Source: an optimization exercise on an open RTL-to-GDS flow (aim: small area and a short achievable clock period). Production flows keep margins and buffers that such runs may drop. The RTL was checked by simulation tests, not by an equivalence proof against the original design. Power is estimated from default activity; no workload was simulated.

== run A ==
==> flow/design.v (excerpt) <==
module xike_top (
  input  wire logic                        bus_clk,
  input  wire logic                        reset,
  input  wire logic                        sample_valid,
  input  wire logic [30:0]                 sample,
  input  wire logic                        reg_wren,
  input  wire logic                        reg_rden,
  input  wire logic [5-1:0] reg_addr,
  input  wire logic [15:0]                 reg_wdata,
  input  wire logic                        host_rden,
  output logic      [15:0]                 reg_rdata,
  output logic      [31:0]                 host_data,
  output logic                             host_empty
);
Size in the first run: about 11,000 cells after synthesis, about 5,900 flip-flops, about 110 I/O pins.
export LEC_CHECK = 0
export CAP_MARGIN = 20
export CORE_MARGIN = 2
export CORE_UTILIZATION = 68
export PLACE_DENSITY = 0.76
export SLEW_MARGIN = 20
create_clock -name core_clock -period 10.0 [get_ports {bus_clk}]
standard.sh (not shown) runs the stock make flow with config.mk's settings and CLKGATE_MAP_FILE= SYNTH_SCRIPT=/design/flow/synth_recipe.tcl, a recipe that flattens the netlist after the stock synthesis.
==> flow/flow/run.sh <==
#!/bin/bash
set -euo pipefail
here=$(pwd)
bash standard.sh \
  SETUP_SLACK_MARGIN=6.6 \
  IO_CONSTRAINTS="$here/flow/io.tcl" \
  CTS_ARGS="-sink_clustering_enable -repair_clock_nets -sink_clustering_size 25 -sink_clustering_max_diameter 100 -distance_between_buffers 400 -dont_use_dummy_load" \
  finish > standard_flow.log 2>&1
==> flow/flow/io.tcl <==
set_io_pin_constraint -pin_names {reg_rdata[*] reg_rden reg_wren reg_addr[*] reg_wdata[*] reset} -region top:*
set_io_pin_constraint -pin_names {host_data[*] host_empty host_rden} -region right:*
set_io_pin_constraint -pin_names {sample[*] sample_valid bus_clk} -region left:*
Run A | status: complete | timing, DRC, antenna: pass
### run A -> run B
diff --git a/flow/config.mk b/flow/config.mk
--- a/flow/config.mk
+++ b/flow/config.mk
@@ -9,4 +9,6 @@
 export CORE_MARGIN = 2
-export CORE_UTILIZATION = 68
-export PLACE_DENSITY = 0.76
+export CORE_UTILIZATION = 60
+export CTS_CLUSTER_DIAMETER = 120
+export CTS_CLUSTER_SIZE = 20
+export PLACE_DENSITY = 0.7
 export SLEW_MARGIN = 20
==> summary.txt <==
- When run B is set beside run A, its relative slew slack turns out to be 12 points larger.
- Between run A and run B, the number of signal-net inverters in the final layout is higher for run A.
- Against run A, run B comes in 0.0071 ns higher on clock tree skew after final layout.
- Looking at pre-CTS setup slack across both flows, run B is the weaker of the two, with run A ahead.
- Run B vs run A: design area up slightly
- Diff run B..run A | fmax | negligible
diff inputs: run B => run C
diff --git a/flow/flow/run.sh b/flow/flow/run.sh
--- a/flow/flow/run.sh
+++ b/flow/flow/run.sh
@@ -4,3 +4,3 @@
 bash standard.sh \
-  SETUP_SLACK_MARGIN=6.6 \
+  SETUP_SLACK_MARGIN=6.45 \
   IO_CONSTRAINTS="$here/flow/io.tcl" \
diff --git a/flow/config.mk b/flow/config.mk
--- a/flow/config.mk
+++ b/flow/config.mk
@@ -9,6 +9,4 @@
 export CORE_MARGIN = 2
-export CORE_UTILIZATION = 60
-export CTS_CLUSTER_DIAMETER = 120
-export CTS_CLUSTER_SIZE = 20
-export PLACE_DENSITY = 0.7
+export CORE_UTILIZATION = 68
+export PLACE_DENSITY = 0.76
 export SLEW_MARGIN = 20
Diff run B -> run C: signed area change from the synthesized netlist to the final layout now sits lower; arrival time of data at the critical path endpoint now larger.
On count of multi-input gates, run C and run B are basically level.
Diff run C..run B | clock network fraction of total power | negligible
Looking only at non-clock buffer count, and setting everything else aside, the lower value of run C and run B goes to run C.
> inputs changed (run C -> run D)
==> flow/flow/run.sh <==
#!/bin/bash
set -euo pipefail
bash standard.sh SETUP_SLACK_MARGIN=6.6 finish > standard_flow.log 2>&1
diff --git a/flow/config.mk b/flow/config.mk
--- a/flow/config.mk
+++ b/flow/config.mk
@@ -9,4 +9,6 @@
 export CORE_MARGIN = 2
-export CORE_UTILIZATION = 68
-export PLACE_DENSITY = 0.76
+export CORE_UTILIZATION = 60
+export CTS_CLUSTER_DIAMETER = 120
+export CTS_CLUSTER_SIZE = 20
+export PLACE_DENSITY = 0.7
 export SLEW_MARGIN = 20
removed: flow/flow/io.tcl
[summary]
Run D vs run C on post-route cell area: run D is the higher one. The total area of sequential cells was comparable across run C and run D. Summary of run D over run C: clock period minus worst slack rose 0.11 ns; non-filler instance count after layout rose 839; layout overhead on the synthesized area rose 1.4 points.
### run D -> run E
==> flow/flow/run.sh <==
#!/bin/bash
set -euo pipefail
here=$(pwd)
bash standard.sh \
  SETUP_SLACK_MARGIN=6.6 \
  IO_CONSTRAINTS="$here/flow/io.tcl" \
  CTS_ARGS="-sink_clustering_enable -repair_clock_nets -sink_clustering_size 25 -sink_clustering_max_diameter 100 -distance_between_buffers 400 -dont_use_dummy_load" \
  finish > standard_flow.log 2>&1
==> flow/flow/io.tcl (new file) <==
set_io_pin_constraint -pin_names {reg_rdata[*] reg_rden reg_wren reg_addr[*] reg_wdata[*] reset} -region top:*
set_io_pin_constraint -pin_names {host_data[*] host_empty host_rden} -region right:*
set_io_pin_constraint -pin_names {sample[*] sample_valid bus_clk} -region left:*
==> flow/config.mk <==
export PLATFORM = sky130hd
export DESIGN_NAME = xike_top
export DESIGN_NICKNAME = xike_top
export VERILOG_FILES = /design/flow/design.v
export SDC_FILE = /design/flow/constraint.sdc
export NUM_CORES = 4
export LEC_CHECK = 0
export CAP_MARGIN = 10
export CORE_MARGIN = 2
export CORE_UTILIZATION = 68
export PLACE_DENSITY = 0.76
export SLEW_MARGIN = 10
Findings:
- Per the comparison of run E with run D, combinational group share of total power decreased by 0.4 points relative to the old numbers; number of placed instances with taps included decreased by 4.0% relative to the old numbers; number of global-route vias before repair decreased by 0.96% relative to the old numbers; non-clock buffer count decreased by 62 relative to the old numbers; final critical-path setup slack increased by 0.15 ns relative to the old numbers.
- Compared with run D, final area in run E decreased slightly.
- Reported for run E and run D, flip-flop and latch count turned out identical to the last digit.
- Between run D and run E, the flow reports total routed wire length on the met1 layer decreasing by a few percent.

[afterwards: timing with drivers on the ports]
The flow's constraints put no driver on any port. The routed layouts listed below were extracted and timed again, unchanged, in two steps.
Step 1 assumes that a clkbuf_16 drives the clock port and a buf_2 every other input.
Step 2 also shifts input and output timing later by t, the mid clock arrival at the registers, as if the neighbouring blocks saw the same clock.
Three values: ideal ports, drivers, drivers and shift; two values: the first two.
run	t (ns)	setup slack, ns	latest minus earliest clock arrival (ns)	cell pins on the clock port's net
run A	1.107	6.450 / 6.374 / 5.587	0.086 / 0.086	1
run B	1.103	6.450 / 6.342 / 5.622	0.083 / 0.083	1
run C	1.097	6.464 / 6.381 / 5.546	0.083 / 0.084	1
run D	1.062	6.349 / 6.235 / 5.630	0.059 / 0.059	1
run E	1.126	6.495 / 6.373 / 5.651	0.075 / 0.074	1
After both steps every run listed still meets setup and hold. The setup slack of run C, which loses most, moves by -0.083 ns with the drivers and by -0.918 ns with both steps.
